What follows belongs to an exercise in optimizing a design on an open flow for small area, a short achievable clock period and few clock cycles per item; a production flow would make more cautious choices.
In this exercise RTL edits were held to simulation tests only and were not proved equivalent to the original.
No activity file was given, so power comes from the tool's default toggle rates.

## design/flow/run.sh

```bash
#!/bin/bash
# synth_recipe.tcl (not shown) runs the flow's synth.tcl, then flattens the netlist and writes it again
# the make line also repeats each setting of config.mk as NAME=value (left out here)
make -C /OpenROAD-flow-scripts/flow DESIGN_CONFIG=/design/flow/config.mk WORK_HOME=/design/flow/orfs CLKGATE_MAP_FILE= SYNTH_SCRIPT=/design/flow/synth_recipe.tcl finish
```

## design/flow/config.mk

```make
export PLATFORM = sky130hd
export DESIGN_NAME = dcache
export DESIGN_NICKNAME = dcache
export VERILOG_FILES = /design/flow/design.v
export SDC_FILE = /design/flow/constraint.sdc
export NUM_CORES = 4
export LEC_CHECK = 0
export ABC_AREA = 1
export CAP_MARGIN = 20
export CORE_MARGIN = 2
export CORE_UTILIZATION = 60
export CTS_BUF_LIST = sky130_fd_sc_hd__clkbuf_8
export SETUP_SLACK_MARGIN = 2.4
export SLEW_MARGIN = 20
export TNS_END_PERCENT = 5
```

## design/flow/constraint.sdc

```tcl
create_clock -name core_clock -period 7.5 [get_ports {clk}]
set_input_delay 1.5000 -clock core_clock [delete_from_list [all_inputs] [get_ports {clk}]]
set_output_delay 1.5000 -clock core_clock [all_outputs]
set_load 0.01 [all_outputs]
```

## design/flow/design.v

```verilog
`timescale 1ns/10ps
module dcache (
	input  logic        clk,
	input  logic        rst_n,
	input  logic        dp_ren,
	input  logic        dp_wen,
	input  logic        dp_atomic,
	input  logic        dp_halt,
	input  logic [31:0] dp_addr,
	input  logic [31:0] dp_store,
	output logic        dp_hit,
	output logic [31:0] dp_load,
	output logic        dp_flushed,
	output logic        mem_ren,
	output logic        mem_wen,
	output logic [31:0] mem_addr,
	output logic [31:0] mem_store,
	input  logic        mem_busy,
	input  logic [31:0] mem_load
);
	logic [7:0][1:0][1:0][31:0] dat_q;
	logic [7:0][1:0][25:0] tagn_q;
	logic [7:0][1:0] valid_q;
	logic [7:0][1:0] dirty_q;
	logic [7:0] lru_q;
	logic res_valid_q;
	logic [31:0] res_addr_q;
	logic [1:0] cnt_q;
	logic halted_q;
	logic fl_word_q;
	logic fl_any_q;
	logic [2:0] fl_set_q;
	logic fl_way_q;
	logic [25:0] a_tag;
	logic [2:0] a_set;
	logic a_w;
	assign a_tag = dp_addr[31:6];
	assign a_set = dp_addr[5:3];
	assign a_w = dp_addr[2];
	logic flush_mode;
	logic access;
	assign flush_mode = halted_q;
	assign access = (dp_ren | dp_wen) & ~flush_mode;
	logic fl_wen;
	logic fl_clr;
	logic [15:0] dmask;
	logic fl_any;
	logic [2:0] fl_set;
	logic fl_way;
	assign fl_wen = halted_q & fl_any_q;
	assign fl_clr = fl_wen & fl_word_q & ~mem_busy;
	always_comb begin
		dmask = valid_q & dirty_q;
		if (fl_clr) begin
			dmask[{fl_set_q, fl_way_q}] = 1'b0;
		end
		fl_any = |dmask;
		fl_set = '0;
		fl_way = 1'b0;
		for (int i = 15; i >= 0; i--) begin
			if (dmask[i]) begin
				fl_set = 3'(i >> 1);
				fl_way = i[0];
			end
		end
	end
	always_ff @(posedge clk) begin
		fl_any_q <= fl_any;
		fl_set_q <= fl_set;
		fl_way_q <= fl_way;
	end
	logic [2:0] r_set;
	logic r_word;
	assign r_set = flush_mode ? fl_set_q : a_set;
	assign r_word = flush_mode ? fl_word_q : (a_w ^ cnt_q[0]);
	logic [25:0] t0, t1;
	logic [31:0] d0, d1;
	assign t0 = ~tagn_q[r_set][0];
	assign t1 = ~tagn_q[r_set][1];
	assign d0 = dat_q[r_set][0][r_word];
	assign d1 = dat_q[r_set][1][r_word];
	logic lru_cur;
	logic vic_dirty;
	logic [1:0] way_hit;
	logic hit;
	logic [7:0] vd_set;
	always_comb begin
		for (int s = 0; s < 8; s++) begin
			vd_set[s] = lru_q[s] ? (valid_q[s][1] & dirty_q[s][1]) : (valid_q[s][0] & dirty_q[s][0]);
		end
	end
	assign lru_cur = lru_q[a_set];
	assign vic_dirty = vd_set[a_set];
	logic [7:0][1:0] match;
	always_comb begin
		for (int s = 0; s < 8; s++) begin
			for (int w = 0; w < 2; w++) begin
				match[s][w] = valid_q[s][w] & (tagn_q[s][w] == ~a_tag);
			end
		end
	end
	assign way_hit = match[a_set];
	assign hit = |way_hit;
	logic x_way;
	logic [25:0] x_tag;
	assign x_way = flush_mode ? fl_way_q : lru_cur;
	assign x_tag = x_way ? t1 : t0;
	logic [1:0] step;
	logic miss;
	logic is_wb;
	logic is_rd;
	logic m_word;
	logic fin;
	assign step = {cnt_q[1] | ~vic_dirty, cnt_q[0]};
	assign miss = access & ~hit;
	assign is_wb = miss & ~step[1];
	assign is_rd = miss & step[1];
	assign m_word = a_w ^ step[1] ^ step[0];
	assign fin = step[1] & step[0];
	logic res_match;
	logic store_ok;
	logic fill_done;
	logic done;
	assign res_match = res_valid_q & (res_addr_q == dp_addr);
	assign store_ok = dp_wen & (~dp_atomic | res_match);
	assign fill_done = is_rd & ~mem_busy;
	assign done = access & (hit | (fin & ~mem_busy));
	assign dp_hit = done;
	assign dp_flushed = halted_q & ~fl_any_q;
	assign mem_ren = is_rd;
	assign mem_wen = is_wb | fl_wen;
	assign mem_addr = {(flush_mode | ~step[1]) ? x_tag : a_tag, r_set,
		flush_mode ? fl_word_q : m_word, 2'b00};
	assign mem_store = x_way ? d1 : d0;
	logic [31:0] ld0, ld1;
	always_comb begin
		if (dp_wen & dp_atomic) begin
			ld0 = {31'b0, res_match};
			ld1 = {31'b0, res_match};
		end else if (fin) begin
			ld0 = mem_load;
			ld1 = mem_load;
		end else begin
			ld0 = d0;
			ld1 = d1;
		end
	end
	assign dp_load = way_hit[1] ? ld1 : ld0;
	logic use_way;
	logic [31:0] wdata;
	logic hit_wr;
	assign use_way = hit ? way_hit[1] : lru_cur;
	assign hit_wr = access & hit & store_ok;
	assign wdata = (hit | (step[0] & store_ok)) ? dp_store : mem_load;
	always_ff @(posedge clk) begin
		for (int s = 0; s < 8; s++) begin
			for (int w = 0; w < 2; w++) begin
				for (int o = 0; o < 2; o++) begin
					if (a_set == 3'(s) && use_way == 1'(w) &&
						((hit_wr && a_w == 1'(o)) || (fill_done && m_word == 1'(o)))) begin
						dat_q[s][w][o] <= wdata;
					end
				end
				if (fill_done && fin && a_set == 3'(s) && lru_cur == 1'(w)) begin
					tagn_q[s][w] <= ~a_tag;
				end
			end
		end
		if (done && dp_ren && dp_atomic) begin
			res_addr_q <= dp_addr;
		end
		if (done) begin
			if (!hit) begin
				dirty_q[a_set][lru_cur] <= store_ok;
			end else if (store_ok) begin
				dirty_q[a_set][use_way] <= 1'b1;
			end
		end
		if (fl_clr) begin
			dirty_q[fl_set_q][fl_way_q] <= 1'b0;
		end
	end
	always_ff @(posedge clk, negedge rst_n) begin
		if (!rst_n) begin
			valid_q <= '0;
			lru_q <= '0;
			res_valid_q <= 1'b0;
			cnt_q <= '0;
			halted_q <= 1'b0;
			fl_word_q <= 1'b0;
		end else begin
			if (dp_halt) begin
				halted_q <= 1'b1;
			end
			if (done) begin
				cnt_q <= '0;
				lru_q[a_set] <= ~use_way;
				if (!hit) begin
					valid_q[a_set][lru_cur] <= 1'b1;
				end
				if (dp_atomic) begin
					res_valid_q <= dp_ren;
				end else if (dp_wen && res_match) begin
					res_valid_q <= 1'b0;
				end
			end else if (miss && !mem_busy) begin
				cnt_q <= cnt_q + 2'd1;
			end
			if (fl_wen && !mem_busy) begin
				fl_word_q <= ~fl_word_q;
			end
		end
	end
endmodule
```

==> impl_results.md, run 1 <==
- CTS Buffer Depth: 3
- Seq/Total Area, Yosys: 63.4%
- Area leader, netlist: edfxtp_1
- Slowest stage cell, crit path: nand2_1
- H-tree depth: 4
- Power density over cell area: around 300 mW/mm^2
- Setup WS post-layout: 2080 ps
- Non-Filler Instances: between 9,000 and 10,000
- WL/cell: 30.8 um
- Clock transition at path regs: ~60 ps
- IO buf count: 200
- Status: complete, no violations
- CP arrival: between 3000 and 4000 ps
- Via count: 59,600
- Num CTS Buffers: roughly 240
- Pre-CTS worst setup slack: about 530 ps
- Max_slew headroom: around a quarter
- Most frequent cells in the layout: edfxtp_1 (1,472), nand2_1 (1,362), inv_1 (597)
- DRC violations left: 0
- CP Max Fanout: 8
- Synth cell types: 54
- Placed Area: roughly 0.076 sq mm
- Final instance area: roughly 0.087 sq mm
- Core Util, Final: roughly three quarters
- Setup TNS: 0 ps
- Max cap viols: 0
- Die H: about 350 um
- #FFs+latches synth: 1,522
- Final Hold Vio Count: 0
- # setup viols final: 0
- Worst path required time: ~6000 ps
- Die W: about 350 um
- CP top delay family: simple AND/OR/NAND/NOR gates
- Top post-synthesis cells by area: edfxtp_1 (62%), nand2_1 (7.4%), o211ai_1 (5.9%)
- Post-Syn Instances: around 7,000
- Max-slew violation total from the final report: 0
- Area of the core: between 0.1 and 0.15 sq mm
- Post-Route WL: between 200,000 and 300,000 um
- Multi-input gate area: about 0.024 sq mm
- DIE AREA: approximately 0.12 sq mm
- Post-DP HPWL: 158,000 um
- Vias per cell: about 6.6
- Cell area after synthesis: just over 0.07 sq mm
- GP Congestion: 1.02
- Root Buffer: clkbuf_8
- Clock Latency Late Sink: 1000 ps
- Row Count: 126
- Max frequency: roughly 0.18 GHz
- Crit path kind: in -> out
- Ys Warns: 1
- Vias in the first global route: 55,900
- Top Ports: between 200 and 250
- Final nets: around 7,400
- Setup crit start: dp_addr[18]
- Worst Path Buf+Inv: 6
- Unrepaired setup endpoints after global routing: true
- Commonest non-fill, non-tap cell in the layout: edfxtp_1
- First-pass GRT wire length: slightly below 400,000 um
- Cell count after placement: around 8,300
- Startpoint types: input pin
- Synth-to-layout area growth: 21.7%
- Register area: about 0.045 sq mm
- Syn Area/Cell: ~11 sq um
- DRT antenna net count: 0
- Initial detailed-routing violation count: 10,100
- Filler cells: 8,231
- Hold Path Origin: dirty_q[0]
- Initial Util: between 60 and 70%
- CP dominant cell by count: nand2_1
- Initial antenna violation count: 13
- Synth top area share: a little over 60%
- Hold WC Path Type: reg -> reg
- Final hold slack: between 400 and 500 ps
- CTS tree: done
- Final worst path period need: approximately 5400 ps
- All-Layer GR Usage: 45.3%
- Worst-Margin Slew: ~1100 ps
- VDD IR-drop max: roughly 0.28 mV
- Worst path cell trace: buf_4 > inv_2 > nand2_1 > nand4_1 > nor2_1 > nand2_1 > nor2_1 > nand2_1 > nand3_4 > nand3_4 > nand2_8 > buf_12 > buf_8 > buf_12 > a21oi_2 > o21ai_2 > a21oi_2 > buf_2
- Total power: around 26 mW
- RR Startpoint: tagn_q[286]
- Drt first pass iters: 10
- Leakage: between 30 and 40 nW
- Fraction of layout cells with a size suffix above 1: between 10% and 20%
- Largest net degree at the start of global routing: about 80
- GRT Residual Overflow: 0
- CP max stage delay: between 200 and 300 ps
- Clock skew: 52.3 ps
- Nature of the critical path endpoint: output pin
- CTS Sinks: approximately 1,500
- Final period utilization: 72.2%
flip-flops by register name, indices dropped and copies added, names as in the netlist:
name and count:
res_addr_q 32, fl_set_q 3, valid_q 16, cnt_q 2, dat_q 1024, tagn_q 416, res_valid_q 1, lru_q 8
fl_word_q 1, fl_way_q 1, halted_q 1, dirty_q 16, fl_any_q 1
final timing paths:
| check | to | slack (ps) | cells after the start |
|---|---|---|---|
| max | dp_load[13] | 2080 | 18 |
| min | dirty_q[0] | 480 | 2 |
| max reg2reg | dirty_q[6] | 3050 | 26 |
| min reg2reg | dirty_q[0] | 480 | 2 |
| max in group asynchronous | halted_q | 6190 | 2 |
| min in group asynchronous | valid_q[8] | 930 | 2 |
cell usage after synthesis (all sizes together):
cell type  number
o21ai         533
and2            2
conb            1
o311ai         14
a21oi         508
nand3         223
inv           572
dfxtp          21
nand2        1429
o221ai          1
or2            91
a41oi           1
nor4            3
buf           232
xnor2          16
a31o            3
dfrtp          29
nor3b           1
a221oi         23
and3            4
mux2           31
xor2          113
o21a           15
a31oi          46
nor3           31
clkinv          8
o21bai          9
ha             26
o31ai           1
clkbuf        215
nand3b          4
nor2          478
o22ai           2
nand4          88
nor2b           1
edfxtp       1472
o211ai        558
per-layer routing:
layer	track usage (%)	wire, um	share of wire [%]
met2	67.9	123000	44
met1	57.0	93300	33
met4	31.0	22600	8.1
met3	13.5	40300	14
met5	0	95	0.034
worst reg2reg max path: stages, from the launching register on:
cell and delay, ps:
edfxtp_1 520, nor2_1 120, nor2_1 100, nand2_1 50
nor2_1 120, buf_6 200, nand2_2 90, nor2_4 180
nand2_2 100, nand3_4 120, nand3_4 110, nand2_8 120
buf_6 130, inv_8 50, buf_4 140, buf_4 160
nand2_1 100, inv_2 130, ha_1 200, inv_1 60
o21ai_0 80, ha_1 220, nor3_1 540, nand4_1 230
nor2_1 210, nand2_1 130, a21oi_1 160
report_power, final:
| part | internal [mW] | switching, mW | total (mW) |
|---|---|---|---|
| combinational | 3.65 | 5.81 | 9.47 |
| sequential | 9.49 | 0.0430 | 9.53 |
| clock | 3.21 | 3.43 | 6.64 |
area by class of cell:
| type | instances | area share (%) |
|---|---|---|
| Tap cell | 1536 | 2.21 |
| Timing Repair inverter | 6 | 0.0661 |
| Inverter | 580 | 2.65 |
| Clock buffer | 244 | 3.86 |
| Multi-Input combinational cell | 4261 | 27.1 |
| Clock inverter | 185 | 1.20 |
| Timing Repair Buffer | 707 | 10.8 |
| Antenna cell | 6 | 0.0172 |
| Sequential cell | 1522 | 52.1 |
cells by family (layout without fill, tap and decap cells):
| family | Yosys count | in the layout | share of synthesized area, % |
|---|---|---|---|
| and+or+nand+nor | 2355 | 2359 | 13.7 |
| AOI/OAI and AO/OA | 1714 | 1714 | 14.4 |
| DFF | 1522 | 1522 | 63.4 |
| buffers and inverters | 1027 | 1722 | 6.09 |
| xor gates and xnor gates | 129 | 129 | 1.58 |
| muxes | 31 | 31 | 0.488 |
| adders and majority gates | 26 | 26 | 0.455 |
| other | 1 | 8 | 0.00524 |
what timing repair did:
item	in CTS	in global routing
buffers inserted	143	40
pin swaps	165	52
gates resized for setup	1077	85
hold buffers	0	0
cloned	81	5
setup endpoints to repair	768	94
Testbench counts, summed over its fixed seeds: cycles 18,969, accesses 8,000.
==> run 2, diff against run 1 <==
--- a/design/flow/config.mk
+++ b/design/flow/config.mk
@@ -12,3 +12,3 @@
 export CTS_BUF_LIST = sky130_fd_sc_hd__clkbuf_8
-export SETUP_SLACK_MARGIN = 2.4
+export SETUP_SLACK_MARGIN = 2.6
 export SLEW_MARGIN = 20
==> impl_results.md, run 2 <==
- Initial Util: 60.5% (unchanged)
- Die H: 349 um (unchanged)
- Ys Warns: 1 (unchanged)
- Post-DP HPWL: 158,000 um (unchanged)
- CTS Sinks: 1,522 (unchanged)
- Worst path required time: 6000 ps (about the same)
- Slowest stage cell, crit path: nand4_1
- Area leader, netlist: edfxtp_1
- Hold WC Path Type: reg -> reg
- Leakage: 34.2 nW (+6.0%)
- Root Buffer: clkbuf_8
- Most frequent cells in the layout: edfxtp_1 (1,472), nand2_1 (1,333), inv_1 (584)
- Power density over cell area: 295 mW/mm^2 (+0.29%)
- Reg2Reg Setup Slack: 2750 ps (-300 ps)
- All-Layer GR Usage: 48.4% (+3.1 points)
- Setup TNS: 0 ps (unchanged)
- CP dominant cell by count: buf_12
- Share of async-settable or async-resettable flops after synthesis: 1.91% (unchanged)
- Ys flop type: edfxtp_1
- Crit path kind: in -> out
- Final Hold Vio Count: 0 (unchanged)
- Die W: 349 um (unchanged)
- IO buf count: 200 (unchanged)
- Initial antenna violation count: 17 (+4)
- Synth top cells by count: edfxtp_1 (1,472), nand2_1 (1,420), o211ai_1 (558)
- First-pass GRT wire length: 417,000 um (+6.4%)
- Max frequency: 0.178 GHz (-3.4%)
- Startpoint types: input pin
- Nature of the critical path endpoint: output pin
- Final hold slack: 488 ps (+4.14 ps)
- Post-Syn Instances: 6,805 (unchanged)
- Largest Register: dat_q
- Max-slew violation total from the final report: 0 (unchanged)
- Worst path cell trace: buf_12 > buf_12 > buf_8 > nand2_2 > nand4_1 > nor2_1 > nand2_1 > nor2_2 > nand2_1 > nand3_2 > nand3_4 > nand2_4 > buf_12 > o21ai_4 > nand2_2 > buf_6
- Via count: 62,100 (+4.3%)
- Commonest non-fill, non-tap cell in the layout: edfxtp_1
- CP Max Fanout: 5 (-3)
- Top post-synthesis cells by area: edfxtp_1 (62%), nand2_1 (7.4%), o211ai_1 (5.9%)
- Fraction of layout cells with a size suffix above 1: 21.6% (+4.6 points)
- Synth-to-layout area growth: 27.7%
- Top Ports: 203 (unchanged)
- Synth top area share: 61.8% (unchanged)
- DRT antenna net count: 0 (unchanged)
- Initial detailed-routing violation count: 10,900 (+7.2%)
- WL/cell: 32.2 um (+4.3%)
- # setup viols final: 0 (unchanged)
- Final worst path period need: 5610 ps (+190 ps)
- Most common cell in the netlist: edfxtp_1
- Vias in the first global route: 58,700 (+4.9%)
- Clock skew: 54.8 ps (+2.46 ps)
- CTS tree: done
- Worst-Margin Slew: 1200 ps (+60.2 ps)
- Seq/Total Area, Yosys: 63.4% (unchanged)
- Synth cell types: 54 (unchanged)
- DRC violations left: 0 (unchanged)
- VDD IR-drop max: 0.256 mV (-8.0%)
- Row Count: 126 (unchanged)
- Post-Route WL: 298,000 um (+6.9%)
- CP max stage delay: 860 ps (+600 ps)
- Drt first pass iters: 9 (-1)
- Largest net degree at the start of global routing: 79 (unchanged)
- Num CTS Buffers: 238 (unchanged)
- H-tree depth: 4 (unchanged)
- Final period utilization: 74.7% (+2.5 points)
- Total power: 27.0 mW (+5.2%)
- CP arrival: 4110 ps (+190 ps)
- Syn Area/Cell: 10.5 sq um (unchanged)
- GP Congestion: 1.02 (unchanged)
- #FFs+latches synth: 1,522 (unchanged)
- Max cap viols: 0 (unchanged)
- Cell area after synthesis: 0.0716 sq mm (unchanged)
- Vias per cell: 6.70 (+1.8%)
- Hold path cells: 2 (unchanged)
- Final nets: 7,667 (+3.0%)
- Worst r2r path cells: 17 (-35%)
- CTS Buffer Depth: 3 (unchanged)
- Biggest registers after layout: dat_q (1024), tagn_q (416), res_addr_q (32)
- Unrepaired setup endpoints after global routing: true
- Area of the core: 0.118 sq mm (unchanged)
- Clock transition at path regs: 60 ps (about the same)
- Status: complete, no violations
- Clock Latency Late Sink: 1010 ps (about the same)
- Max_slew headroom: 20.2% (-4.0 points)
- Max reg flops: 1,024 (unchanged)
- DIE AREA: 0.122 sq mm (unchanged)
- GRT Residual Overflow: 0 (unchanged)
- Number of enable flip-flop cells after synthesis: 1,472 (unchanged)
[run 2: layout make-up]
| cell class | instances | area, sq um |
|---|---|---|
| antenna | 9 | 22.5 |
| fill | 7469 | 26900 |
| tap | 1536 | 1920 |
| multi-input combinational | 4261 | 24300 |
| clock inverter | 185 | 1050 |
| timing repair inverter | 8 | 109 |
| sequential | 1522 | 45400 |
| timing repair buffer | 927 | 12900 |
| clock buffer | 244 | 3360 |
| inverter | 580 | 2330 |
[run 2: critical path, delay by kind of cell]
kind                   cells  cell delay [ps]
AOI/OAI and AO/OA          1               50
and+or+nand+nor           10             1950
buffers and inverters      5              580
[run 2: final timing paths]
path                              from    endpoint
setup / recovery           dp_addr[21]      dp_hit
setup reg to reg           tagn_q[321]  dat_q[207]
min in group asynchronous        rst_n  valid_q[8]
hold / removal              dirty_q[0]  dirty_q[0]
max in group asynchronous        rst_n    halted_q
hold reg to reg             dirty_q[0]  dirty_q[0]
[run 2: what timing repair did]
action                                   CTS  global route
endpoints found under the setup margin  1903           370
resized for setup                       1635            63
setup buffers                            299            52
hold buffers                               0             0
cloned                                   127            13
endpoints found under the hold margin      0             0
pin swaps                                333            73
[run 2: metal layers]
layer | part of all wire [%] | vias to the layer above | wire length (um) | GRT usage (%)
li1 | - | 25600 | - | -
met1 | 32 | 29300 | 96200 | 59.8
met2 | 43 | 5673 | 129000 | 71.7
met3 | 15 | 1456 | 45600 | 15.6
met4 | 9.3 | 16 | 27800 | 36.0
met5 | 0.033 | - | 99 | 0
[run 2: metrics by stage]
step | instances | cell area, sq um | utilization (%) | worst slack (ps)
final | 9272 | 91400 | 77.3 | 1890
after global routing | 9265 | 91400 | 77.3 | 1830
after CTS | 9196 | 90300 | 76.4 | 2210
after detailed placement | 8341 | 76100 | 64.4 | 533
after global placement | 8341 | 76100 | 64.4 | 606
after floorplan | 6806 | 71600 | - | 2260
[run 2: report_power, final]
group / leakage, nW / total, mW / internal (mW) / switching (mW)
sequential: 13.8 / 9.53 / 9.49 / 0.0446
clock: 2.52 / 6.69 / 3.21 / 3.48
combinational: 17.9 / 10.7 / 4.37 / 6.38
total: 34.2 / 27.0 / 17.1 / 9.90
[run 2: logic make-up after synthesis]
kind of cell	count (synthesis)	share of synthesized area [%]
fa+ha+maj	26	0.455
compound gates	1714	14.4
buf+inv	1027	6.09
flops	1522	63.4
other cells	1	0.00524
mux	31	0.488
xor+xnor	129	1.58
simple gates	2355	13.7
==> run 3, diff against run 2 <==
--- a/design/flow/config.mk
+++ b/design/flow/config.mk
@@ -12,3 +12,3 @@
 export CTS_BUF_LIST = sky130_fd_sc_hd__clkbuf_8
-export SETUP_SLACK_MARGIN = 2.6
+export SETUP_SLACK_MARGIN = 2.2
 export SLEW_MARGIN = 20
==> impl_results.md, run 3 <==
- Status: complete, no violations
- Total power: 24.4 mW (-9.6%)
- Most common cell in the netlist: edfxtp_1
- Seq/Total Area, Yosys: 63.4% (unchanged)
- CP max stage delay: 310 ps (-550 ps)
- All-Layer GR Usage: 43.5% (-4.9 points)
- Startpoint types: input pin
- Synth-to-layout area growth: 17.7%
- Share of async-settable or async-resettable flops after synthesis: 1.91% (unchanged)
- Hold WC Path Type: reg -> reg
- Reg2Reg Setup Slack: 3010 ps (+260 ps)
- Initial Util: 60.5% (unchanged)
- Num CTS Buffers: 238 (unchanged)
- #FFs+latches synth: 1,522 (unchanged)
- Syn Area/Cell: 10.5 sq um (unchanged)
- CTS Sinks: 1,522 (unchanged)
- Setup WS post-layout: 1880 ps (-12.7 ps)
- IO buf count: 200 (unchanged)
- Area of the core: 0.118 sq mm (unchanged)
- Leakage: 31.0 nW (-9.3%)
- Die H: 349 um (unchanged)
- Placed Area: 0.0761 sq mm (unchanged)
- Vias per cell: 6.50 (-3.0%)
- GP Congestion: 1.02 (unchanged)
- Max_slew headroom: 24.2% (+4.0 points)
- CP arrival: 4120 ps (about the same)
- Top post-synthesis cells by area: edfxtp_1 (62%), nand2_1 (7.4%), o211ai_1 (5.9%)
- Reg2reg end: dat_q[207]
- H-tree depth: 4 (unchanged)
- Synth top cells by count: edfxtp_1 (1,472), nand2_1 (1,420), o211ai_1 (558)
- Hold path cells: 2 (unchanged)
- Via count: 57,900 (-6.8%)
- GRT Residual Overflow: 0 (unchanged)
- Nature of the critical path endpoint: output pin
- Biggest registers after layout: dat_q (1024), tagn_q (416), res_addr_q (32)
- DIE AREA: 0.122 sq mm (unchanged)
- WL/cell: 30.1 um (-6.4%)
- Crit path kind: in -> out
- Root Buffer: clkbuf_8
- # setup viols final: 0 (unchanged)
- Max reg flops: 1,024 (unchanged)
- Slowest stage cell, crit path: bufbuf_16
- Power density over cell area: 289 mW/mm^2 (-2.0%)
- Final worst path period need: 5620 ps (+12.7 ps)
- CP Max Fanout: 8 (+3)
- Setup crit start: dp_addr[2]
- Row Count: 126 (unchanged)
- Post-Route WL: 269,000 um (-10%)
- Worst path required time: 6000 ps (about the same)
- Final nets: 7,310 (-4.7%)
- Most frequent cells in the layout: edfxtp_1 (1,472), nand2_1 (1,393), inv_1 (606)
- Clock transition at path regs: 60 ps (about the same)
- Initial antenna violation count: 8 (-9)
- Number of enable flip-flop cells after synthesis: 1,472 (unchanged)
- VDD IR-drop max: 0.284 mV (+11%)
- Core Util, Final: 71.2% (-6.1 points)
- Synth cell types: 54 (unchanged)
- CTS Buffer Depth: 3 (unchanged)
- DRT antenna net count: 0 (unchanged)
- Initial detailed-routing violation count: 9,354 (-14%)
- Setup TNS: 0 ps (unchanged)
- Drt first pass iters: 8 (-1)
- CTS Hold Bufs: 0 (unchanged)
- CTS tree: done
- Largest net degree at the start of global routing: 79 (unchanged)
- Synth top area share: 61.8% (unchanged)
- DRC violations left: 0 (unchanged)
- Cell count after placement: 8,341 (unchanged)
- Worst-Margin Slew: 1140 ps (-59.4 ps)
- Max-slew violation total from the final report: 0 (unchanged)
- Die W: 349 um (unchanged)
- Final hold slack: 486 ps (-2.27 ps)
- Clock skew: 52.0 ps (-2.77 ps)
- Final Hold Vio Count: 0 (unchanged)
- RR Startpoint: tagn_q[235]
- Cell area after synthesis: 0.0716 sq mm (unchanged)
- Vias in the first global route: 54,000 (-7.9%)
- Clock Latency Late Sink: 1000 ps (about the same)
- Filler cells: 8,596 (+15%)
- Critical path capture point: dp_load[14]
- Final instance area: 0.0842 sq mm (-7.8%)
- Max frequency: 0.178 GHz (-0.23%)
- Commonest non-fill, non-tap cell in the layout: edfxtp_1
- First-pass GRT wire length: 378,000 um (-9.4%)
- Pre-CTS worst setup slack: 533 ps (unchanged)
- Unrepaired setup endpoints after global routing: true
- Final period utilization: 74.9% (+0.17 points)
- Worst path cell trace: buf_2 > xnor2_4 > nand2_8 > nand2_8 > buf_12 > bufbuf_16 > buf_4 > nand2_1 > o211ai_1 > o21ai_1 > o211ai_1 > nand2_1 > inv_1 > a21oi_1 > o21ai_1 > a21oi_1 > dlygate4sd2_1
- Ys flop type: edfxtp_1
- Worst r2r path cells: 22 (+5)
- Post-Syn Instances: 6,805 (unchanged)
- Area leader, netlist: edfxtp_1
- Largest Register: dat_q
- Fraction of layout cells with a size suffix above 1: 13.6% (-8.1 points)
- Non-Filler Instances: 8,913 (-3.9%)
- Post-DP HPWL: 158,000 um (unchanged)
- Max cap viols: 0 (unchanged)
- Top Ports: 203 (unchanged)
- Ys Warns: 1 (unchanged)
## run 3: cell counts after synthesis
No cell type changed its count.
## run 3: logic make-up after synthesis
group	Yosys count	share of synthesized area [%]
simple gates	2355	13.7
compound gates	1714	14.4
flops	1522	63.4
buf+inv	1027	6.09
xor+xnor	129	1.58
mux	31	0.488
fa+ha+maj	26	0.455
other cells	1	0.00524
## run 3: worst min-delay path by stage
stage,startpoint,endpoint,slack [ps]
3_3_place_gp,dirty_q[0],dirty_q[0],470
4_1_cts,dirty_q[0],dirty_q[0],480
6_report,dirty_q[0],dirty_q[0],490
2_1_floorplan,valid_q[8],valid_q[8],450
3_5_place_dp,dirty_q[0],dirty_q[0],480
5_1_grt,valid_q[9],valid_q[9],530
## run 3: power breakdown
group	internal (mW)	switching, mW	total (mW)
logic	2.90	5.31	8.21
clock network	3.21	3.42	6.64
registers	9.49	0.0421	9.53
total	15.6	8.77	24.4
## run 3: worst max-delay path, delay by kind of cell
kind                      cells  cell delay, ps
and+or+nand+nor               4             540
xor gates and xnor gates      1             220
AOI/OAI and AO/OA             6             660
buffers and inverters         6            1200
## run 3: cell type report
| class | count | area [sq um] | share of cell area, % |
|---|---|---|---|
| Sequential cell | 1522 | 45400 | 53.9 |
| Multi-Input combinational cell | 4261 | 23000 | 27.3 |
| Timing Repair Buffer | 574 | 7170 | 8.51 |
| Clock buffer | 244 | 3360 | 3.99 |
| Inverter | 580 | 2290 | 2.72 |
| Tap cell | 1536 | 1920 | 2.28 |
| Clock inverter | 185 | 1050 | 1.24 |
| Timing Repair inverter | 4 | 35.0 | 0.0416 |
| Antenna cell | 7 | 17.5 | 0.0208 |
## run 3: repair_timing
item / CTS / global route
resized for setup: 640 / 59
gates cloned: 50 / 7
setup buffers: 67 / 10
pin swaps: 57 / 28
endpoints found under the setup margin: 201 / 94
## run 3: routing by layer
metal	vias up	share of wire, %	wire length [um]	GRT usage, %
met5	-	0.0097	26	0
met4	4	7.5	20000	27.6
met3	943	14	36500	11.1
met2	4601	45	120000	65.9
met1	27500	34	92200	56.4
li1	24900	-	-	-
==> run 4, diff against run 3 <==
--- a/design/flow/design.v
+++ b/design/flow/design.v
@@ -20,3 +20,3 @@
 );
-	logic [7:0][1:0][1:0][31:0] dat_q;
+	logic [7:0][1:0][1:0][31:0] datn_q;
 	logic [7:0][1:0][25:0] tagn_q;
@@ -79,4 +79,4 @@
 	assign t1 = ~tagn_q[r_set][1];
-	assign d0 = dat_q[r_set][0][r_word];
-	assign d1 = dat_q[r_set][1][r_word];
+	assign d0 = ~datn_q[r_set][0][r_word];
+	assign d1 = ~datn_q[r_set][1][r_word];
 	logic lru_cur;
@@ -160,3 +160,3 @@
 						((hit_wr && a_w == 1'(o)) || (fill_done && m_word == 1'(o)))) begin
-						dat_q[s][w][o] <= wdata;
+						datn_q[s][w][o] <= ~wdata;
 					end
--- a/design/flow/config.mk
+++ b/design/flow/config.mk
@@ -12,3 +12,3 @@
 export CTS_BUF_LIST = sky130_fd_sc_hd__clkbuf_8
-export SETUP_SLACK_MARGIN = 2.2
+export SETUP_SLACK_MARGIN = 2.4
 export SLEW_MARGIN = 20
==> impl_results.md, run 4 <==
- Via count: 60,500 (+4.5%)
- Reg2Reg Setup Slack: 3180 ps (+170 ps)
- Max-slew violation total from the final report: 0 (unchanged)
- Cell area after synthesis: 0.0714 sq mm (-0.23%)
- Worst r2r path cells: 25 (+14%)
- Clock skew: 67.6 ps (+15.6 ps)
- Synth-to-layout area growth: 22.1%
- Synth cell types: 53 (-1.9%)
- IO buf count: 200 (unchanged)
- Seq/Total Area, Yosys: 63.5% (+0.14 points)
- # setup viols final: 0 (unchanged)
- Share of async-settable or async-resettable flops after synthesis: 1.91% (unchanged)
- Final period utilization: 73.2% (-1.7 points)
- Max cap viols: 0 (unchanged)
- Filler cells: 8,140 (-5.3%)
- Most common cell in the netlist: edfxtp_1
- Row Count: 126 (unchanged)
- Max_slew headroom: 30.5% (+6.4 points)
- Clock transition at path regs: 60 ps (about the same)
- Post-DP HPWL: 151,000 um (-4.0%)
- Post-Route WL: 285,000 um (+6.0%)
- Final nets: 7,399 (+1.2%)
- Post-Syn Instances: 6,756 (-0.72%)
- All-Layer GR Usage: 46.5% (+2.9 points)
- Root Buffer: clkbuf_8
- Top Ports: 203 (unchanged)
- Startpoint types: input pin
- Worst-Margin Slew: 1040 ps (-95.4 ps)
- Vias per cell: 6.71 (+3.3%)
- CTS tree: done
- Leakage: 32.2 nW (+3.9%)
- Area of the core: 0.118 sq mm (-0.13%)
- Final Hold Vio Count: 0 (unchanged)
- CP arrival: 3990 ps (-130 ps)
- Worst path required time: 6000 ps (about the same)
- Die H: 349 um (-0.11%)
- Hold Path Origin: valid_q[15]
- Synth top area share: 61.9% (+0.14 points)
- Ys Warns: 1 (unchanged)
- Power density over cell area: 329 mW/mm^2 (+14%)
- Largest net degree at the start of global routing: 100 (+27%)
- Nature of the critical path endpoint: output pin
- Number of enable flip-flop cells after synthesis: 1,472 (unchanged)
- RR Startpoint: tagn_q[363]
- Ys flop type: edfxtp_1
- Die W: 349 um (-0.11%)
- GRT Residual Overflow: 0 (unchanged)
- Status: complete, no violations
- Max frequency: 0.182 GHz (+2.3%)
- DRC violations left: 0 (unchanged)
- WHS Endpoint: valid_q[15]
- Num CTS Buffers: 238 (unchanged)
- H-tree depth: 4 (unchanged)
- Reg2reg end: dirty_q[2]
- Initial antenna violation count: 15 (+7)
- First-pass GRT wire length: 401,000 um (+6.2%)
- Hold path cells: 2 (unchanged)
- Synth top cells by count: edfxtp_1 (1,472), nand2_1 (1,422), o211ai_1 (529)
- Top post-synthesis cells by area: edfxtp_1 (62%), nand2_1 (7.5%), o211ai_1 (5.6%)
- Biggest registers after layout: datn_q (1024), tagn_q (416), res_addr_q (32)
- Crit path kind: in -> out
- Hold WC Path Type: reg -> reg
- Initial Util: 60.5% (about the same)
- VDD IR-drop max: 0.244 mV (-14%)
- GP Congestion: 1.06 (+4.7%)
- Commonest non-fill, non-tap cell in the layout: edfxtp_1
- CTS Sinks: 1,522 (unchanged)
- DIE AREA: 0.122 sq mm (-0.22%)
- Syn Area/Cell: 10.6 sq um (+0.50%)
- Most frequent cells in the layout: edfxtp_1 (1,472), nand2_1 (1,373), inv_1 (574)
- Area leader, netlist: edfxtp_1
- Max reg flops: 1,024 (unchanged)
- DRT antenna net count: 0 (unchanged)
- CTS Buffer Depth: 3 (unchanged)
- Final worst path period need: 5490 ps (-125 ps)
- WL/cell: 31.6 um (+4.9%)
- CP Max Fanout: 19 (+11)
- Unrepaired setup endpoints after global routing: true
- Fraction of layout cells with a size suffix above 1: 18.0% (+4.4 points)
- Largest Register: datn_q
- Setup TNS: 0 ps (unchanged)
- #FFs+latches synth: 1,522 (unchanged)
- Vias in the first global route: 56,700 (+4.9%)
- Total power: 28.7 mW (+18%)
- Drt first pass iters: 9 (+1)
- Clock Latency Late Sink: 1010 ps (about the same)
- CTS Hold Bufs: 0 (unchanged)
- Initial detailed-routing violation count: 10,600 (+13%)
[run 4: per-layer routing]
metal	up-vias	track usage, %	share of wire, %
li1	25200	-	-
met1	28600	58.9	33
met2	5384	68.5	43
met3	1276	13.1	15
met4	12	34.2	9.1
met5	-	0	0.030
[run 4: final cells by class]
cell class,count,area [sq um],share of cell area [%]
antenna,5,12.5,0.0143
clock buffer,242,3330,3.82
clock inverter,203,1260,1.45
inverter,535,2130,2.44
multi-input combinational,4252,24000,27.5
sequential,1522,45400,52.0
tap,1536,1920,2.20
timing repair buffer,710,9090,10.4
timing repair inverter,9,96.3,0.110
[run 4: per-stage QoR]
stage	instance area (sq um)	hold slack, ps	util, %	setup WS (ps)	std cells
after floorplan	71400	446	-	1410	6757
after global placement	76500	480	64.8	636	8299
after global routing	87200	544	73.8	2010	9012
after CTS	86800	510	73.5	2080	8988
after detailed placement	76500	485	64.8	571	8300
final	87200	507	73.8	2010	9014
[run 4: worst max-delay path: stages]
cell and delay, ps:
buf_4 190, buf_8 240, inv_1 270, nand2_1 180, nand3_1 80, nor2_1 120
nand2_1 60, nor2_1 190, nand2_1 90, nand3_2 170, nand3_1 190, nand2_1 160
nor2_4 60, and3_1 160, dlygate4sd2_1 290
[run 4: cells by family after synthesis]
| kind of cell | synth area share, % |
|---|---|
| DFF | 63.5 |
| adders and majority gates | 0.491 |
| xor gates and xnor gates | 1.56 |
| AOI/OAI and AO/OA | 14.8 |
| and+or+nand+nor | 13.7 |
| other | 0.00525 |
| buffers and inverters | 5.98 |
[run 4: worst max path at each step]
stage	start	endpoint	depth (start not counted)
5_1_grt	dp_addr[3]	dp_load[22]	19
3_5_place_dp	dp_addr[3]	dp_load[1]	14
2_1_floorplan	dp_addr[27]	tagn_q[156]	16
6_report	dp_addr[27]	mem_ren	15
3_3_place_gp	dp_addr[16]	dp_load[6]	17
4_1_cts	dp_addr[2]	dp_load[3]	17
[run 4: repair_timing]
item / 4_1_cts / 5_1_grt
pin swaps: 164 / 48
endpoints found under the setup margin: 695 / 94
buffers inserted: 159 / 15
cloned: 84 / 5
resized for setup: 945 / 75
[run 4: power breakdown]
group	total (mW)	internal [mW]	switching [mW]
Combinational	12.3	4.34	7.91
Sequential	9.56	9.52	0.0447
Clock	6.91	3.39	3.51
Total	28.7	17.3	11.5
Testbench counts of run 4, summed over its fixed seeds: cycles 18,969, accesses 8,000.
==> run 5, diff against run 4 <==
--- a/design/flow/design.v
+++ b/design/flow/design.v
@@ -20,3 +20,3 @@
 );
-	logic [7:0][1:0][1:0][31:0] datn_q;
+	logic [7:0][1:0][1:0][31:0] dat_q;
 	logic [7:0][1:0][25:0] tagn_q;
@@ -75,8 +75,19 @@
 	assign r_word = flush_mode ? fl_word_q : (a_w ^ cnt_q[0]);
-	logic [25:0] t0, t1;
 	logic [31:0] d0, d1;
-	assign t0 = ~tagn_q[r_set][0];
-	assign t1 = ~tagn_q[r_set][1];
-	assign d0 = ~datn_q[r_set][0][r_word];
-	assign d1 = ~datn_q[r_set][1][r_word];
+	logic [7:0][1:0] rsel;
+	always_comb begin
+		for (int i = 0; i < 8; i++) begin
+			for (int o = 0; o < 2; o++) begin
+				rsel[i][o] = (r_set == 3'(i)) && (r_word == 1'(o));
+			end
+		end
+		d0 = '0;
+		d1 = '0;
+		for (int i = 0; i < 8; i++) begin
+			for (int o = 0; o < 2; o++) begin
+				d0 = d0 | (dat_q[i][0][o] & {32{rsel[i][o]}});
+				d1 = d1 | (dat_q[i][1][o] & {32{rsel[i][o]}});
+			end
+		end
+	end
 	logic lru_cur;
@@ -106,3 +117,9 @@
 	assign x_way = flush_mode ? fl_way_q : lru_cur;
-	assign x_tag = x_way ? t1 : t0;
+	always_comb begin
+		x_tag = '0;
+		for (int i = 0; i < 8; i++) begin
+			x_tag = x_tag | (~tagn_q[i][0] & {26{r_set == 3'(i) && !x_way}})
+				| (~tagn_q[i][1] & {26{r_set == 3'(i) && x_way}});
+		end
+	end
 	logic [1:0] step;
@@ -134,16 +151,11 @@
 	assign mem_store = x_way ? d1 : d0;
-	logic [31:0] ld0, ld1;
 	always_comb begin
 		if (dp_wen & dp_atomic) begin
-			ld0 = {31'b0, res_match};
-			ld1 = {31'b0, res_match};
+			dp_load = {31'b0, res_match};
 		end else if (fin) begin
-			ld0 = mem_load;
-			ld1 = mem_load;
+			dp_load = mem_load;
 		end else begin
-			ld0 = d0;
-			ld1 = d1;
-		end
-	end
-	assign dp_load = way_hit[1] ? ld1 : ld0;
+			dp_load = way_hit[1] ? d1 : d0;
+		end
+	end
 	logic use_way;
@@ -160,3 +172,3 @@
 						((hit_wr && a_w == 1'(o)) || (fill_done && m_word == 1'(o)))) begin
-						datn_q[s][w][o] <= ~wdata;
+						dat_q[s][w][o] <= wdata;
 					end
--- a/design/flow/config.mk
+++ b/design/flow/config.mk
@@ -11,4 +11,4 @@
 export CORE_UTILIZATION = 60
-export CTS_BUF_LIST = sky130_fd_sc_hd__clkbuf_8
-export SETUP_SLACK_MARGIN = 2.4
+export CTS_BUF_LIST = sky130_fd_sc_hd__clkbuf_4
+export SETUP_SLACK_MARGIN = 2.0
 export SLEW_MARGIN = 20
==> impl_results.md, run 5 <==
- Largest Register: dat_q
- Leakage: 32.0 nW (-0.69%)
- Cell area after synthesis: 0.0669 sq mm (-6.3%)
- Area of the core: 0.111 sq mm (-6.3%)
- # setup viols final: 0 (unchanged)
- Worst path cell trace: buf_12 > inv_6 > or2_4 > a21boi_4 > buf_12 > buf_12 > nor2_4 > buf_12 > buf_8 > nand2_1 > o21ai_0 > a221oi_1 > nand3_1 > nand2_1 > nand2_1 > dlygate4sd2_1
- Ys Warns: 1 (unchanged)
- CP Max Fanout: 7 (-12)
- Unrepaired setup endpoints after global routing: true
- Startpoint types: flop
- Final hold slack: 494 ps (-13.0 ps)
- Die W: 338 um (-3.2%)
- Most frequent cells in the layout: nand2_1 (1,499), edfxtp_1 (1,472), clkbuf_4 (563)
- Nature of the critical path endpoint: output pin
- Max reg flops: 1,024 (unchanged)
- Initial antenna violation count: 25 (+10)
- Clock skew: 187 ps (+120 ps)
- Commonest non-fill, non-tap cell in the layout: nand2_1
- GP Congestion: 1.11 (+4.1%)
- Biggest registers after layout: dat_q (1024), tagn_q (416), res_addr_q (32)
- Most common cell in the netlist: nand2_1
- CTS Buffer Depth: 4 (+1)
- Max-slew violation total from the final report: 0 (unchanged)
- Hold path cells: 2 (unchanged)
- Post-Route WL: 326,000 um (+15%)
- Hold Path Origin: valid_q[13]
- Synth cell types: 63 (+19%)
- Drt first pass iters: 10 (+1)
- Root Buffer: clkbuf_4
- Die H: 338 um (-3.2%)
- Initial Util: 60.5% (about the same)
- First-pass GRT wire length: 431,000 um (+7.3%)
- Post-DP HPWL: 176,000 um (+16%)
- Worst path required time: 6000 ps (about the same)
- RR Startpoint: res_addr_q[16]
- Setup TNS: 0 ps (unchanged)
- Number of enable flip-flop cells after synthesis: 1,472 (unchanged)
- Final worst path period need: 6080 ps (+590 ps)
- CTS Sinks: 1,522 (unchanged)
- Worst Path Buf+Inv: 7 (+3)
- DRT antenna net count: 0 (unchanged)
- Max cap viols: 0 (unchanged)
- Fraction of layout cells with a size suffix above 1: 25.3% (+7.3 points)
- Status: complete, no violations
- Worst-Margin Slew: 1210 ps (+166 ps)
- Max_slew headroom: 19.3% (-11 points)
- Initial detailed-routing violation count: 12,600 (+19%)
- Top Ports: 203 (unchanged)
- Syn Area/Cell: 11.3 sq um (+7.4%)
- Clock transition at path regs: 60 ps (about the same)
- CP dominant cell by count: buf_12
- Synth top area share: 66.1% (+4.1 points)
- DRC violations left: 0 (unchanged)
- Final nets: 6,995 (-5.5%)
- CTS tree: done
- Power density over cell area: 275 mW/mm^2 (-17%)
- All-Layer GR Usage: 55.4% (+9.0 points)
- Share of async-settable or async-resettable flops after synthesis: 1.91% (unchanged)
- Hold WC Path Type: reg -> reg
- Crit path kind: reg -> out
- CP arrival: 4580 ps (+590 ps)
- Ys flop type: edfxtp_1
- #FFs+latches synth: 1,522 (unchanged)
- CTS Hold Bufs: 0 (unchanged)
- Largest net degree at the start of global routing: 42 (-58%)
- Max frequency: 0.164 GHz (-9.7%)
- Vias per cell: 7.06 (+5.2%)
- Vias in the first global route: 57,700 (+1.8%)
- Synth-to-layout area growth: 26.2%
- VDD IR-drop max: 0.220 mV (-9.5%)
- GRT Residual Overflow: 0 (unchanged)
- Worst r2r path cells: 13 (-48%)
- Post-Syn Instances: 5,898 (-13%)
- WL/cell: 37.7 um (+19%)
- DIE AREA: 0.114 sq mm (-6.2%)
- Final period utilization: 81.1% (+7.9 points)
- Area leader, netlist: edfxtp_1
- Seq/Total Area, Yosys: 67.8% (+4.3 points)
- CP top delay family: buffers and inverters
- Reg2Reg Setup Slack: 2500 ps (-680 ps)
- Final Hold Vio Count: 0 (unchanged)
- Slowest stage cell, crit path: dfrtp_4
- WHS Endpoint: valid_q[13]
- Top post-synthesis cells by area: edfxtp_1 (66%), nand2_1 (8.7%), nor2_1 (3.4%)
- Synth top cells by count: nand2_1 (1,544), edfxtp_1 (1,472), nor2_1 (601)
- CP max stage delay: 550 ps (+260 ps)
- Reg2reg end: dat_q[823]
- H-tree depth: 5 (+1)
- IO buf count: 200 (unchanged)
- Num CTS Buffers: 399 (+68%)
- Row Count: 122 (-3.2%)
- Via count: 61,100 (+0.93%)
- Clock Latency Late Sink: 1490 ps (+480 ps)
==> run 5: repair_timing <==
item                                   in CTS  in global routing
pin swaps                                 185                 51
endpoints found under the hold margin       0                  0
gates resized for setup                   964                 98
setup endpoints to repair                  94                 94
buffers inserted                          228                 44
cloned                                     55                  5
==> run 5: layer usage <==
layer  GRT usage, %  vias up  part of all wire, %
li1               -    23000                    -
met1           63.8    27900                   29
met2           77.2     7501                   40
met3           24.2     2672                   18
met4           52.3       20                   13
met5          0.340        -                0.056
==> run 5: worst max path at each step <==
stage | slack, ps | startpoint | endpoint | cells after the start
CTS | 1800 | halted_q | dp_load[0] | 18
finish | 1420 | halted_q | mem_store[2] | 16
detailed placement | 550 | dp_addr[3] | mem_store[0] | 16
floorplan | 2110 | dp_addr[26] | tagn_q[234] | 16
global placement | 640 | dp_addr[3] | mem_addr[30] | 11
global route | 1520 | halted_q | dp_load[21] | 18
==> run 5: final cells by class <==
cell class,instances,area (sq um)
Sequential cell,1522,45400
Fill cell,6818,26200
Multi-Input combinational cell,3727,21200
Timing Repair Buffer,813,9580
Clock buffer,561,4210
Tap cell,1488,1860
Inverter,397,1660
Clock inverter,105,494
Antenna cell,33,82.6
Timing Repair inverter,4,37.5
==> run 5: per-stage QoR <==
| step | std cells | instance area (sq um) | total power, mW | setup WS [ps] | util [%] |
|---|---|---|---|---|---|
| after global placement | 7619 | 72600 | 14.2 | 638 | 65.6 |
| final | 8650 | 84500 | 23.2 | 1420 | 76.3 |
| after floorplan | 5899 | 66900 | 12.1 | 2110 | - |
| after global routing | 8621 | 84400 | 23.5 | 1520 | 76.3 |
| after detailed placement | 7619 | 72700 | 14.3 | 553 | 65.7 |
| after CTS | 8568 | 83500 | 22.1 | 1800 | 75.4 |
==> run 5: cell families (layout without fill, tap and decap cells) <==
kind of cell    after synthesis  in the layout  synth area share (%)
buf+inv                     656           1880                  4.42
other cells                   1             35               0.00560
flops                      1522           1522                  67.8
xor+xnor                    150            150                  1.96
compound gates              789            789                  7.94
simple gates               2752           2758                  17.4
fa+ha+maj                    28             28                 0.524
==> run 5: worst min-delay path, cell delays in order (launching register included) <==
cell and delay (ps):
dfrtp_1 350, inv_1 60, nand2_1 60
==> run 5: where the power goes <==
group | leakage (nW) | internal, mW | switching, mW
Clock | 2.83 | 3.52 | 3.70
Combinational | 15.4 | 2.27 | 4.11
Sequential | 13.8 | 9.53 | 0.0560
Testbench counts of run 5, summed over its fixed seeds: cycles 18,969, accesses 8,000.

-- port drivers added, routing unchanged --
No port has a modelled driver above. Below, the same layouts with a new extraction and two added sets of constraints. Step 1: set_driving_cell puts a clkbuf_16 on clk and a buf_2 on each other input, an assumption about the parent block. Step 2 moves the port delays by t, midway between the first and last clock arrival at a register: inputs arrive t later, outputs are due t later. That takes back most of the time a late clock gives input paths. Slacks: no drivers / after step 1 / after step 2; pairs: no drivers / after step 1.
run | t, ns | slack for setup (ns) | clock arrival spread, ns
run 1 | 1.052 | 2.084 / 2.033 / 1.840 | 0.052 / 0.053
run 2 | 1.069 | 1.894 / 1.844 / 1.309 | 0.055 / 0.055
run 3 | 1.059 | 1.882 / 1.859 / 1.743 | 0.052 / 0.052
run 4 | 1.058 | 2.007 / 1.977 / 1.742 | 0.067 / 0.067
run 5 | 1.470 | 1.417 / 1.340 / 0.745 | 0.188 / 0.188
After both steps setup and hold are still met in every run listed. For run 5, which loses most, drivers alone change the setup slack by -0.077 ns; drivers and shift together by -0.672 ns.
